This design comes from an exercise in tuning for small area on the open sky130 flow, not from production work. RTL that was checked went through simulation tests only; none was proved equivalent to the original. Power and IR drop assume default switching activity.

==> module wqe_fetch_top, before the edit <==
module wqe_fetch_top
#(
    parameter int MAX_QP   = 16,
    parameter int SQ_DEPTH = 4096
)(
    input  logic                  clk,
    input  logic                  rst_n,
    output logic                  o_fetch_ready,
    input  logic                  i_arbit_val,
    input  logic [QPID_WIDTH-1:0] i_qp_idx,
    input  logic [MAX_QP-1:0]     i_active,
    input  logic [MAX_QP-1:0]     i_wqe_cache_alfull,
    input  logic [ADDR_WIDTH-1:0] i_sq_base,
    output logic [ADDR_WIDTH-1:0] o_axi_araddr,
    output logic                  o_axi_arvalid,
    input  logic                  i_axi_arready,
    input  logic [WQE_WIDTH-1:0]  i_axi_rdata,
    input  logic                  i_axi_rvalid,
    output logic                  o_axi_rready,
    output logic                  o_wqe_cache_wr,
    output logic [WQE_WIDTH-1:0]  o_wqe,
    input  logic [MAX_QP-1:0]     i_wqe_cache_full
);
    localparam int PI_WIDTH = $clog2(SQ_DEPTH);
    localparam int WQE_LSB  = $clog2(WQE_BYTES);
    logic                  iss;      
    logic                  rdv;      
    logic                  busy;
    logic                  grant;
    logic                  push;
    logic                  req_ok;
    logic [QPID_WIDTH-1:0] qp_q;
    logic [QPID_LSB-1:0]   body_q;
    logic [PI_WIDTH-1:0]   pi [MAX_QP];
    logic [MAX_QP-1:0]     pi_ok;
    logic [PI_WIDTH-1:0]   pi_rd;
    logic [PI_WIDTH-1:0]   pi_cur;
    logic [MAX_QP-1:0]     qsel;     
    assign grant  = o_fetch_ready & i_arbit_val;
    assign push   = o_wqe_cache_wr & ~(|(qsel & i_wqe_cache_full));
    assign req_ok = (|i_active) & ~(&i_wqe_cache_alfull);
    assign busy   = iss | o_axi_arvalid | o_axi_rready | rdv | o_wqe_cache_wr;
    always_ff @(posedge clk or negedge rst_n)
    begin
        if (!rst_n)
        begin
            o_fetch_ready  <= 1'b0;
            iss            <= 1'b0;
            o_axi_arvalid  <= 1'b0;
            o_axi_rready   <= 1'b0;
            rdv            <= 1'b0;
            o_wqe_cache_wr <= 1'b0;
        end
        else
        begin
            o_fetch_ready  <= req_ok & ((~busy & ~grant) | push);
            iss            <= grant;
            o_axi_arvalid  <= iss | (o_axi_arvalid & ~i_axi_arready);
            o_axi_rready   <= (o_axi_arvalid & i_axi_arready) | (o_axi_rready & ~i_axi_rvalid);
            rdv            <= o_axi_rready & i_axi_rvalid;
            o_wqe_cache_wr <= rdv | (o_wqe_cache_wr & (|(qsel & i_wqe_cache_full)));
        end
    end
    always_ff @(posedge clk)
    begin
        if (o_fetch_ready)
            qp_q <= i_qp_idx;
    end
    always_ff @(posedge clk)
    begin
        body_q <= ({QPID_LSB{o_axi_rready}}          & i_axi_rdata[QPID_LSB-1:0])
                | ({QPID_LSB{rdv | o_wqe_cache_wr}} & body_q);
    end
    always_comb
    begin
        for (int q = 0; q < MAX_QP; q++)
            qsel[q] = (qp_q == QPID_WIDTH'(q));
    end
    always_comb
    begin
        pi_rd = '0;
        for (int q = 0; q < MAX_QP; q++)
            pi_rd = pi_rd | ({PI_WIDTH{qsel[q] & pi_ok[q]}} & pi[q]);
    end
    always_ff @(posedge clk)
    begin
        pi_cur <= pi_rd;
    end
    always_ff @(posedge clk or negedge rst_n)
    begin
        if (!rst_n)
            pi_ok <= '0;
        else
            pi_ok <= pi_ok | ({MAX_QP{rdv}} & qsel);
    end
    always_ff @(posedge clk)
    begin
        for (int q = 0; q < MAX_QP; q++)
            if (rdv & qsel[q])
                pi[q] <= pi_inc;
    end
    logic [PI_WIDTH-1:0] pi_inc;
    always_comb
    begin
        logic c;
        c = 1'b1;
        for (int i = 0; i < PI_WIDTH; i++)
        begin
            pi_inc[i] = pi_cur[i] ^ c;
            c         = pi_cur[i] & c;
        end
    end
    localparam int AW = ADDR_WIDTH - WQE_LSB;
    localparam int GK = 6;
    localparam int NG = (AW + GK - 1) / GK;
    logic [AW-1:0] add_a, add_b, add_p, add_s;
    logic [NG-1:0] grp_g, grp_p;
    logic [NG:0]   grp_c;
    logic          rc;
    assign add_a = i_sq_base[ADDR_WIDTH-1:WQE_LSB];
    assign add_b = {{(AW-QPID_WIDTH-PI_WIDTH){1'b0}}, qp_q, pi_cur};
    assign add_p = add_a ^ add_b;
    always_comb
    begin
        for (int g = 0; g < NG; g++)
        begin
            grp_g[g] = 1'b0;
            grp_p[g] = 1'b1;
            for (int i = g * GK; i < (g + 1) * GK && i < AW; i++)
            begin
                grp_g[g] = (add_a[i] & add_b[i]) | (add_p[i] & grp_g[g]);
                grp_p[g] = grp_p[g] & add_p[i];
            end
        end
        begin
            logic [NG-1:0] pg, pp;
            pg = grp_g;
            pp = grp_p;
            for (int d = 1; d < NG; d = d * 2)
                for (int i = 2 * d - 1; i < NG; i = i + 2 * d)
                begin
                    pg[i] = pg[i] | (pp[i] & pg[i-d]);
                    pp[i] = pp[i] & pp[i-d];
                end
            for (int d = 8; d >= 1; d = d / 2)
                for (int i = 3 * d - 1; i < NG; i = i + 2 * d)
                begin
                    pg[i] = pg[i] | (pp[i] & pg[i-d]);
                    pp[i] = pp[i] & pp[i-d];
                end
            grp_c = {pg, 1'b0};
        end
        for (int g = 0; g < NG; g++)
        begin
            rc = grp_c[g];
            for (int i = g * GK; i < (g + 1) * GK && i < AW; i++)
            begin
                add_s[i] = add_p[i] ^ rc;
                rc = (add_a[i] & add_b[i]) | (add_p[i] & rc);
            end
        end
    end
    assign o_axi_araddr = {add_s, i_sq_base[WQE_LSB-1:0]};
    assign o_wqe = {{PAD_WIDTH{1'b0}}, qp_q, body_q};
endmodule
export LEC_CHECK = 0
export CAP_MARGIN = 20
export CORE_AREA = 10 10 410 410
export DIE_AREA = 0 0 420 420
export SLEW_MARGIN = 20
create_clock -name core_clock -period 8.0 [get_ports {clk}]
standard.sh (not shown) runs the stock make flow with config.mk's settings and CLKGATE_MAP_FILE= SYNTH_SCRIPT=/design/flow/synth_recipe.tcl, a recipe that flattens the netlist after the stock synthesis.
==> flow/flow/run.sh <==
#!/bin/bash
# Standard ORFS layout with smaller port buffers and a lighter clock tree.
set -euo pipefail
here=$(cd "$(dirname "$0")" && pwd)
source "$here/knobs.sh"
bash standard.sh > standard.log 2>&1
Other scripts of this flow, unchanged in this note and not shown: flow/flow/knobs.sh, flow/flow/pins.tcl, flow/flow/ties.tcl
Rerun with:
--- a/flow/design.v
+++ b/flow/design.v
@@ -134,7 +134,7 @@
         end
     end
     localparam int AW = ADDR_WIDTH - WQE_LSB;
-    localparam int GK = 6;
+    localparam int GK = 8;
     localparam int NG = (AW + GK - 1) / GK;
     logic [AW-1:0] add_a, add_b, add_p, add_s;
     logic [NG-1:0] grp_g, grp_p;
Result:
- The changed run produced a layout that fails on setup timing
- clock power barely changes
- hold slack barely changes
- total power fell by 2.7%
- design area came out higher by 2.2%
- routed wire length increases by 11%
- combinational power decreases by about 3%
No run of this note included a check of the RTL's function; only the layout flow was run.


wqe_fetch_top, a different RTL version from the one above (not shown whole).
Size in the first run: roughly 1500 cells after synthesis, about 550 flip-flops, about 1100 I/O pins, about 20000 um2 of cells after synthesis.
==> module wqe_fetch_top, before the edit <==
module wqe_fetch_top
#(
    parameter int MAX_QP   = 16,
    parameter int SQ_DEPTH = 4096
)(
    input  logic                  clk,
    input  logic                  rst_n,
    output logic                  o_fetch_ready,
    input  logic                  i_arbit_val,
    input  logic [QPID_WIDTH-1:0] i_qp_idx,
    input  logic [MAX_QP-1:0]     i_active,
    input  logic [MAX_QP-1:0]     i_wqe_cache_alfull,
    input  logic [ADDR_WIDTH-1:0] i_sq_base,
    output logic [ADDR_WIDTH-1:0] o_axi_araddr,
    output logic                  o_axi_arvalid,
    input  logic                  i_axi_arready,
    input  logic [WQE_WIDTH-1:0]  i_axi_rdata,
    input  logic                  i_axi_rvalid,
    output logic                  o_axi_rready,
    output logic                  o_wqe_cache_wr,
    output logic [WQE_WIDTH-1:0]  o_wqe,
    input  logic [MAX_QP-1:0]     i_wqe_cache_full
);
    localparam int PI_WIDTH = $clog2(SQ_DEPTH);
    localparam int WQE_LSB  = $clog2(WQE_BYTES);
    logic                  iss;      
    logic                  rdv;      
    logic                  busy;
    logic                  grant;
    logic                  push;
    logic                  req_ok;
    logic [QPID_WIDTH-1:0] qp_q;
    logic [QPID_LSB-1:0]   body_q;
    logic [PI_WIDTH-1:0]   pi [MAX_QP];
    logic [MAX_QP-1:0]     pi_ok;
    logic [PI_WIDTH-1:0]   pi_cur;
    logic [MAX_QP-1:0]     qsel;     
    assign grant  = o_fetch_ready & i_arbit_val;
    assign push   = o_wqe_cache_wr & ~(|(qsel & i_wqe_cache_full));
    assign req_ok = (|i_active) & ~(&i_wqe_cache_alfull);
    assign busy   = iss | o_axi_arvalid | o_axi_rready | rdv | o_wqe_cache_wr;
    always_ff @(posedge clk or negedge rst_n)
    begin
        if (!rst_n)
        begin
            o_fetch_ready  <= 1'b0;
            iss            <= 1'b0;
            o_axi_arvalid  <= 1'b0;
            o_axi_rready   <= 1'b0;
            rdv            <= 1'b0;
            o_wqe_cache_wr <= 1'b0;
        end
        else
        begin
            o_fetch_ready  <= req_ok & ((~busy & ~grant) | push);
            iss            <= grant;
            o_axi_arvalid  <= iss | (o_axi_arvalid & ~i_axi_arready);
            o_axi_rready   <= (o_axi_arvalid & i_axi_arready) | (o_axi_rready & ~i_axi_rvalid);
            rdv            <= o_axi_rready & i_axi_rvalid;
            o_wqe_cache_wr <= rdv | (o_wqe_cache_wr & (|(qsel & i_wqe_cache_full)));
        end
    end
    always_ff @(posedge clk)
    begin
        if (o_fetch_ready)
            qp_q <= i_qp_idx;
    end
    always_ff @(posedge clk)
    begin
        body_q <= ({QPID_LSB{o_axi_rready}}          & i_axi_rdata[QPID_LSB-1:0])
                | ({QPID_LSB{rdv | o_wqe_cache_wr}} & body_q);
    end
    always_comb
    begin
        for (int q = 0; q < MAX_QP; q++)
            qsel[q] = (qp_q == QPID_WIDTH'(q));
    end
    always_comb
    begin
        pi_cur = '0;
        for (int q = 0; q < MAX_QP; q++)
            pi_cur = pi_cur | ({PI_WIDTH{qsel[q] & pi_ok[q]}} & pi[q]);
    end
    always_ff @(posedge clk or negedge rst_n)
    begin
        if (!rst_n)
            pi_ok <= '0;
        else
            pi_ok <= pi_ok | ({MAX_QP{rdv}} & qsel);
    end
    always_ff @(posedge clk)
    begin
        for (int q = 0; q < MAX_QP; q++)
            if (rdv & qsel[q])
                pi[q] <= pi_cur + 1'b1;
    end
    localparam int AW = ADDR_WIDTH - WQE_LSB;    
    localparam int BW = QPID_WIDTH + PI_WIDTH;   
    localparam int LW = BW / 2;                  
    logic [AW-1:0] add_a;
    logic [BW-1:0] add_b;
    logic [BW-1:0] sum_lo;                       
    logic [BW-1:LW] sum_hi1;                     
    logic [AW-1:BW] top_inc;
    logic          c_lo, c0, c1, c_bw, ci, ti;
    assign add_a = i_sq_base[ADDR_WIDTH-1:WQE_LSB];
    assign add_b = {qp_q, pi_cur};
    always_comb
    begin
        c_lo = 1'b0;
        for (int i = 0; i < LW; i++)
        begin
            sum_lo[i] = add_a[i] ^ add_b[i] ^ c_lo;
            c_lo      = (add_a[i] & add_b[i]) | (c_lo & (add_a[i] ^ add_b[i]));
        end
        c0 = 1'b0;
        c1 = 1'b1;
        for (int i = LW; i < BW; i++)
        begin
            sum_lo[i]  = add_a[i] ^ add_b[i] ^ c0;
            c0         = (add_a[i] & add_b[i]) | (c0 & (add_a[i] ^ add_b[i]));
            sum_hi1[i] = add_a[i] ^ add_b[i] ^ c1;
            c1         = (add_a[i] & add_b[i]) | (c1 & (add_a[i] ^ add_b[i]));
        end
        c_bw = c_lo ? c1 : c0;
        ti = 1'b1;
        for (int i = BW; i < AW; i++)
        begin
            top_inc[i] = add_a[i] ^ ti;
            ti         = add_a[i] & ti;
        end
    end
    assign o_axi_araddr = {c_bw ? top_inc : add_a[AW-1:BW],
                           c_lo ? sum_hi1 : sum_lo[BW-1:LW],
                           sum_lo[LW-1:0],
                           i_sq_base[WQE_LSB-1:0]};
    assign o_wqe = {{PAD_WIDTH{1'b0}}, qp_q, body_q};
endmodule
clock: 8.0 ns
lec_check: 0
cap_margin: 20
core_area: 10 10 410 410
die_area: 0 0 420 420
slew_margin: 20
Scripts as last shown in full above: flow/flow/run.sh
Other scripts of this flow, unchanged in this note and not shown: flow/flow/knobs.sh, flow/flow/pins.tcl, flow/flow/ties.tcl
The baseline completed, yet does not pass: setup timing.
Change:
--- a/flow/design.v
+++ b/flow/design.v
@@ -114,49 +114,10 @@
     always_ff @(posedge clk)
     begin
         for (int q = 0; q < MAX_QP; q++)
             if (rdv & qsel[q])
                 pi[q] <= pi_cur + 1'b1;
     end
-    localparam int AW = ADDR_WIDTH - WQE_LSB;    
-    localparam int BW = QPID_WIDTH + PI_WIDTH;   
-    localparam int LW = BW / 2;                  
-    logic [AW-1:0] add_a;
-    logic [BW-1:0] add_b;
-    logic [BW-1:0] sum_lo;                       
-    logic [BW-1:LW] sum_hi1;                     
-    logic [AW-1:BW] top_inc;
-    logic          c_lo, c0, c1, c_bw, ci, ti;
-    assign add_a = i_sq_base[ADDR_WIDTH-1:WQE_LSB];
-    assign add_b = {qp_q, pi_cur};
-    always_comb
-    begin
-        c_lo = 1'b0;
-        for (int i = 0; i < LW; i++)
-        begin
-            sum_lo[i] = add_a[i] ^ add_b[i] ^ c_lo;
-            c_lo      = (add_a[i] & add_b[i]) | (c_lo & (add_a[i] ^ add_b[i]));
-        end
-        c0 = 1'b0;
-        c1 = 1'b1;
-        for (int i = LW; i < BW; i++)
-        begin
-            sum_lo[i]  = add_a[i] ^ add_b[i] ^ c0;
-            c0         = (add_a[i] & add_b[i]) | (c0 & (add_a[i] ^ add_b[i]));
-            sum_hi1[i] = add_a[i] ^ add_b[i] ^ c1;
-            c1         = (add_a[i] & add_b[i]) | (c1 & (add_a[i] ^ add_b[i]));
-        end
-        c_bw = c_lo ? c1 : c0;
-        ti = 1'b1;
-        for (int i = BW; i < AW; i++)
-        begin
-            top_inc[i] = add_a[i] ^ ti;
-            ti         = add_a[i] & ti;
-        end
-    end
-    assign o_axi_araddr = {c_bw ? top_inc : add_a[AW-1:BW],
-                           c_lo ? sum_hi1 : sum_lo[BW-1:LW],
-                           sum_lo[LW-1:0],
-                           i_sq_base[WQE_LSB-1:0]};
+    assign o_axi_araddr = i_sq_base + {{(ADDR_WIDTH-QPID_WIDTH-PI_WIDTH-WQE_LSB){1'b0}}, qp_q, pi_cur, {WQE_LSB{1'b0}}};
     assign o_wqe = {{PAD_WIDTH{1'b0}}, qp_q, body_q};
 endmodule
 `default_nettype wire
The changed run produced a clean layout.
Cell area came out higher by 0.31%.
Wire length came out higher by 4.5%.
Sequential power came out higher by about 3%.
Clock-buffer cell count came out lower by 1.
Total power came out higher by 4.2%.
Register-to-register slack loses 510 ps.
Combinational power came out higher by 8.4%.
Worst setup slack gains 1800 ps.
Clock skew came out lower by 28 ps.
Maximum frequency came out higher by 24%.
Function not checked in the first run of this note: the RTL went through the layout flow alone.


Setup of main:
The RTL this note starts from:
==> flow/design.v <==
`default_nettype none
package wqe_fetch_pkg;
    localparam int WQE_WIDTH  = 512;
    localparam int WQE_BYTES  = WQE_WIDTH / 8;
    localparam int ADDR_WIDTH = 32;
    localparam int QPID_LSB   = 328;
    localparam int QPID_WIDTH = 4;
    localparam int QPID_MSB   = QPID_LSB + QPID_WIDTH - 1;
    localparam int PAD_WIDTH  = WQE_WIDTH - QPID_MSB - 1;
    typedef logic [ADDR_WIDTH-1:0] addr_t;
    typedef union packed {
        logic [WQE_WIDTH-1:0] raw;
        struct packed {
            logic [PAD_WIDTH-1:0]  pad;
            logic [QPID_WIDTH-1:0] qpn;
            logic [QPID_LSB-1:0]   body;
        } f;
    } wqe_u;
endpackage
`default_nettype wire
`timescale 1ns/100ps
`default_nettype none
import wqe_fetch_pkg::*;
module wqe_fetch_top
#(
    parameter int MAX_QP   = 16,
    parameter int SQ_DEPTH = 4096
)(
    input  logic                  clk,
    input  logic                  rst_n,
    output logic                  o_fetch_ready,
    input  logic                  i_arbit_val,
    input  logic [QPID_WIDTH-1:0] i_qp_idx,
    input  logic [MAX_QP-1:0]     i_active,
    input  logic [MAX_QP-1:0]     i_wqe_cache_alfull,
    input  logic [ADDR_WIDTH-1:0] i_sq_base,
    output logic [ADDR_WIDTH-1:0] o_axi_araddr,
    output logic                  o_axi_arvalid,
    input  logic                  i_axi_arready,
    input  logic [WQE_WIDTH-1:0]  i_axi_rdata,
    input  logic                  i_axi_rvalid,
    output logic                  o_axi_rready,
    output logic                  o_wqe_cache_wr,
    output logic [WQE_WIDTH-1:0]  o_wqe,
    input  logic [MAX_QP-1:0]     i_wqe_cache_full
);
    localparam int PI_WIDTH = $clog2(SQ_DEPTH);
    localparam int WQE_LSB  = $clog2(WQE_BYTES);
    logic                  iss;      
    logic                  rdv;      
    logic                  busy;
    logic                  grant;
    logic                  push;
    logic                  req_ok;
    logic [QPID_WIDTH-1:0] qp_q;
    logic [QPID_LSB-1:0]   body_q;
    logic [PI_WIDTH-1:0]   pi [MAX_QP];
    logic [MAX_QP-1:0]     pi_ok;
    logic [PI_WIDTH-1:0]   pi_cur;
    logic [MAX_QP-1:0]     qsel;     
    assign grant  = o_fetch_ready & i_arbit_val;
    assign push   = o_wqe_cache_wr & ~(|(qsel & i_wqe_cache_full));
    assign req_ok = (|i_active) & ~(&i_wqe_cache_alfull);
    assign busy   = iss | o_axi_arvalid | o_axi_rready | rdv | o_wqe_cache_wr;
    always_ff @(posedge clk or negedge rst_n)
    begin
        if (!rst_n)
        begin
            o_fetch_ready  <= 1'b0;
            iss            <= 1'b0;
            o_axi_arvalid  <= 1'b0;
            o_axi_rready   <= 1'b0;
            rdv            <= 1'b0;
            o_wqe_cache_wr <= 1'b0;
        end
        else
        begin
            o_fetch_ready  <= req_ok & ((~busy & ~grant) | push);
            iss            <= grant;
            o_axi_arvalid  <= iss | (o_axi_arvalid & ~i_axi_arready);
            o_axi_rready   <= (o_axi_arvalid & i_axi_arready) | (o_axi_rready & ~i_axi_rvalid);
            rdv            <= o_axi_rready & i_axi_rvalid;
            o_wqe_cache_wr <= rdv | (o_wqe_cache_wr & (|(qsel & i_wqe_cache_full)));
        end
    end
    always_ff @(posedge clk)
    begin
        if (o_fetch_ready)
            qp_q <= i_qp_idx;
    end
    always_ff @(posedge clk)
    begin
        body_q <= ({QPID_LSB{o_axi_rready}}          & i_axi_rdata[QPID_LSB-1:0])
                | ({QPID_LSB{rdv | o_wqe_cache_wr}} & body_q);
    end
    always_comb
    begin
        for (int q = 0; q < MAX_QP; q++)
            qsel[q] = (qp_q == QPID_WIDTH'(q));
    end
    always_comb
    begin
        pi_cur = '0;
        for (int q = 0; q < MAX_QP; q++)
            pi_cur = pi_cur | ({PI_WIDTH{qsel[q] & pi_ok[q]}} & pi[q]);
    end
    always_ff @(posedge clk or negedge rst_n)
    begin
        if (!rst_n)
            pi_ok <= '0;
        else
            pi_ok <= pi_ok | ({MAX_QP{rdv}} & qsel);
    end
    always_ff @(posedge clk)
    begin
        for (int q = 0; q < MAX_QP; q++)
            if (rdv & qsel[q])
                pi[q] <= pi_inc;
    end
    logic [PI_WIDTH-1:0] pi_inc;
    always_comb
    begin
        logic c;
        c = 1'b1;
        for (int i = 0; i < PI_WIDTH; i++)
        begin
            pi_inc[i] = pi_cur[i] ^ c;
            c         = pi_cur[i] & c;
        end
    end
    localparam int AW = ADDR_WIDTH - WQE_LSB;
    logic [AW-1:0] add_a, add_b, add_g, add_p, add_x;
    assign add_a = i_sq_base[ADDR_WIDTH-1:WQE_LSB];
    assign add_b = {{(AW-QPID_WIDTH-PI_WIDTH){1'b0}}, qp_q, pi_cur};
    always_comb
    begin
        add_g = add_a & add_b;
        add_p = add_a ^ add_b;
        add_x = add_p;
        for (int d = 1; d < AW; d = d * 2)
            for (int i = 2 * d - 1; i < AW; i = i + 2 * d)
            begin
                add_g[i] = add_g[i] | (add_p[i] & add_g[i-d]);
                add_p[i] = add_p[i] & add_p[i-d];
            end
        for (int d = 16; d >= 1; d = d / 2)
            for (int i = 3 * d - 1; i < AW; i = i + 2 * d)
            begin
                add_g[i] = add_g[i] | (add_p[i] & add_g[i-d]);
                add_p[i] = add_p[i] & add_p[i-d];
            end
    end
    assign o_axi_araddr = {add_x ^ {add_g[AW-2:0], 1'b0}, i_sq_base[WQE_LSB-1:0]};
    assign o_wqe = {{PAD_WIDTH{1'b0}}, qp_q, body_q};
endmodule
`default_nettype wire
export LEC_CHECK = 0
export CAP_MARGIN = 20
export CORE_AREA = 10 10 410 410
export DIE_AREA = 0 0 420 420
export SLEW_MARGIN = 20
create_clock -name core_clock -period 8.0 [get_ports {clk}]
Scripts as last shown in full above: flow/flow/run.sh
Other scripts of this flow, unchanged in this note and not shown: flow/flow/knobs.sh, flow/flow/pins.tcl, flow/flow/ties.tcl
For the feature branch, these inputs were changed with respect to main:
==> flow/design.v, changed modules only <==
module wqe_fetch_top
#(
    parameter int MAX_QP   = 16,
    parameter int SQ_DEPTH = 4096
)(
    input  logic                  clk,
    input  logic                  rst_n,
    output logic                  o_fetch_ready,
    input  logic                  i_arbit_val,
    input  logic [QPID_WIDTH-1:0] i_qp_idx,
    input  logic [MAX_QP-1:0]     i_active,
    input  logic [MAX_QP-1:0]     i_wqe_cache_alfull,
    input  logic [ADDR_WIDTH-1:0] i_sq_base,
    output logic [ADDR_WIDTH-1:0] o_axi_araddr,
    output logic                  o_axi_arvalid,
    input  logic                  i_axi_arready,
    input  logic [WQE_WIDTH-1:0]  i_axi_rdata,
    input  logic                  i_axi_rvalid,
    output logic                  o_axi_rready,
    output logic                  o_wqe_cache_wr,
    output logic [WQE_WIDTH-1:0]  o_wqe,
    input  logic [MAX_QP-1:0]     i_wqe_cache_full
);
    localparam int PI_WIDTH = $clog2(SQ_DEPTH);
    localparam int WQE_LSB  = $clog2(WQE_BYTES);
    logic                  iss;      
    logic                  rdv;      
    logic                  busy;
    logic                  grant;
    logic                  push;
    logic                  req_ok;
    logic [QPID_WIDTH-1:0] qp_q;
    logic [QPID_LSB-1:0]   body_q;
    logic [PI_WIDTH-1:0]   pi [MAX_QP];
    logic [MAX_QP-1:0]     pi_ok;
    logic [PI_WIDTH-1:0]   pi_cur;
    logic [MAX_QP-1:0]     qsel;     
    assign grant  = o_fetch_ready & i_arbit_val;
    assign push   = o_wqe_cache_wr & ~(|(qsel & i_wqe_cache_full));
    assign req_ok = (|i_active) & ~(&i_wqe_cache_alfull);
    assign busy   = iss | o_axi_arvalid | o_axi_rready | rdv | o_wqe_cache_wr;
    always_ff @(posedge clk or negedge rst_n)
    begin
        if (!rst_n)
        begin
            o_fetch_ready  <= 1'b0;
            iss            <= 1'b0;
            o_axi_arvalid  <= 1'b0;
            o_axi_rready   <= 1'b0;
            rdv            <= 1'b0;
            o_wqe_cache_wr <= 1'b0;
        end
        else
        begin
            o_fetch_ready  <= req_ok & ((~busy & ~grant) | push);
            iss            <= grant;
            o_axi_arvalid  <= iss | (o_axi_arvalid & ~i_axi_arready);
            o_axi_rready   <= (o_axi_arvalid & i_axi_arready) | (o_axi_rready & ~i_axi_rvalid);
            rdv            <= o_axi_rready & i_axi_rvalid;
            o_wqe_cache_wr <= rdv | (o_wqe_cache_wr & (|(qsel & i_wqe_cache_full)));
        end
    end
    always_ff @(posedge clk)
    begin
        if (o_fetch_ready)
            qp_q <= i_qp_idx;
    end
    always_ff @(posedge clk)
    begin
        body_q <= ({QPID_LSB{o_axi_rready}}          & i_axi_rdata[QPID_LSB-1:0])
                | ({QPID_LSB{rdv | o_wqe_cache_wr}} & body_q);
    end
    always_comb
    begin
        for (int q = 0; q < MAX_QP; q++)
            qsel[q] = (qp_q == QPID_WIDTH'(q));
    end
    always_comb
    begin
        pi_cur = '0;
        for (int q = 0; q < MAX_QP; q++)
            pi_cur = pi_cur | ({PI_WIDTH{qsel[q] & pi_ok[q]}} & pi[q]);
    end
    always_ff @(posedge clk or negedge rst_n)
    begin
        if (!rst_n)
            pi_ok <= '0;
        else
            pi_ok <= pi_ok | ({MAX_QP{rdv}} & qsel);
    end
    always_ff @(posedge clk)
    begin
        for (int q = 0; q < MAX_QP; q++)
            if (rdv & qsel[q])
                pi[q] <= pi_cur + 1'b1;
    end
    localparam int AW = ADDR_WIDTH - WQE_LSB;
    logic [AW-1:0] add_a, add_b, add_s;
    logic [AW:0]   add_c;
    assign add_a = i_sq_base[ADDR_WIDTH-1:WQE_LSB];
    assign add_b = {{(AW-QPID_WIDTH-PI_WIDTH){1'b0}}, qp_q, pi_cur};
    always_comb
    begin
        add_c[0] = 1'b0;
        for (int i = 0; i < AW; i++)
        begin
            add_s[i]   = add_a[i] ^ add_b[i] ^ add_c[i];
            add_c[i+1] = (add_a[i] & add_b[i]) | (add_c[i] & (add_a[i] ^ add_b[i]));
        end
    end
    assign o_axi_araddr = {add_s, i_sq_base[WQE_LSB-1:0]};
    assign o_wqe = {{PAD_WIDTH{1'b0}}, qp_q, body_q};
endmodule
### Flow results
- [compare] base=main new=the feature branch: overall routing resource usage held, post-synthesis net count held, fmax went down 0.047 GHz.
- Utilization main -> the feature branch: up
- The feature branch -> stages 100% | layout checks FAIL | negative setup slack
- main → the feature branch: post-CTS setup buffer count increased 3; flip-flop and latch count after synthesis was more or less identical; worst setup slack down 3.45 ns; internal power summed over all cells climbed 0.00024 W.
Function was not checked in any run of this note: the RTL went through the layout flow alone.

port drivers added, routing unchanged:
How much do the figures lean on ideal ports? The routed layouts below were timed once more, with nothing changed but the port constraints.
Step 1 (the two cells are an assumption about what drives the block):
set clk [get_ports {clk}]
set_driving_cell -lib_cell sky130_fd_sc_hd__clkbuf_16 $clk
set_driving_cell -lib_cell sky130_fd_sc_hd__buf_2 [delete_from_list [all_inputs] $clk]
Step 2 also shifts input and output timing later by t, the mid clock arrival at the registers, as if the neighbouring blocks saw the same clock.
Three values: ideal ports, drivers, drivers and shift; two values: the first two.
| run | t, ns | setup WS [ns] | hold slack, ns | worst setup path at the end | worst slew at a driven data input, ns |
|---|---|---|---|---|---|
| the first run of note 1 | 0.634 | 0.275 / 0.246 / 0.246 | 0.459 / 0.459 / 0.459 | input to output | 0.25 |
| the second run of note 1 | 0.631 | -1.096 / -1.133 / -1.133 | 0.459 / 0.459 / 0.459 | input to output | 0.23 |
| the first run of note 2 | 0.645 | -1.394 / -1.455 / -1.119 | 0.463 / 0.463 / 0.463 | input to output | 0.16 |
| the second run of note 2 | 0.637 | 0.419 / 0.344 / 0.981 | 0.462 / 0.462 / 0.462 | register to output | 0.21 |
| main | 0.632 | 1.029 / 0.954 / 1.586 | 0.463 / 0.463 / 0.463 | register to output | 0.31 |
| the feature branch | 0.638 | -2.421 / -2.482 / -1.960 | 0.443 / 0.443 / 0.443 | input to output | 0.18 |
For the second run of note 1, which loses most, drivers alone change the setup slack by -0.037 ns; drivers and shift together by -0.037 ns.
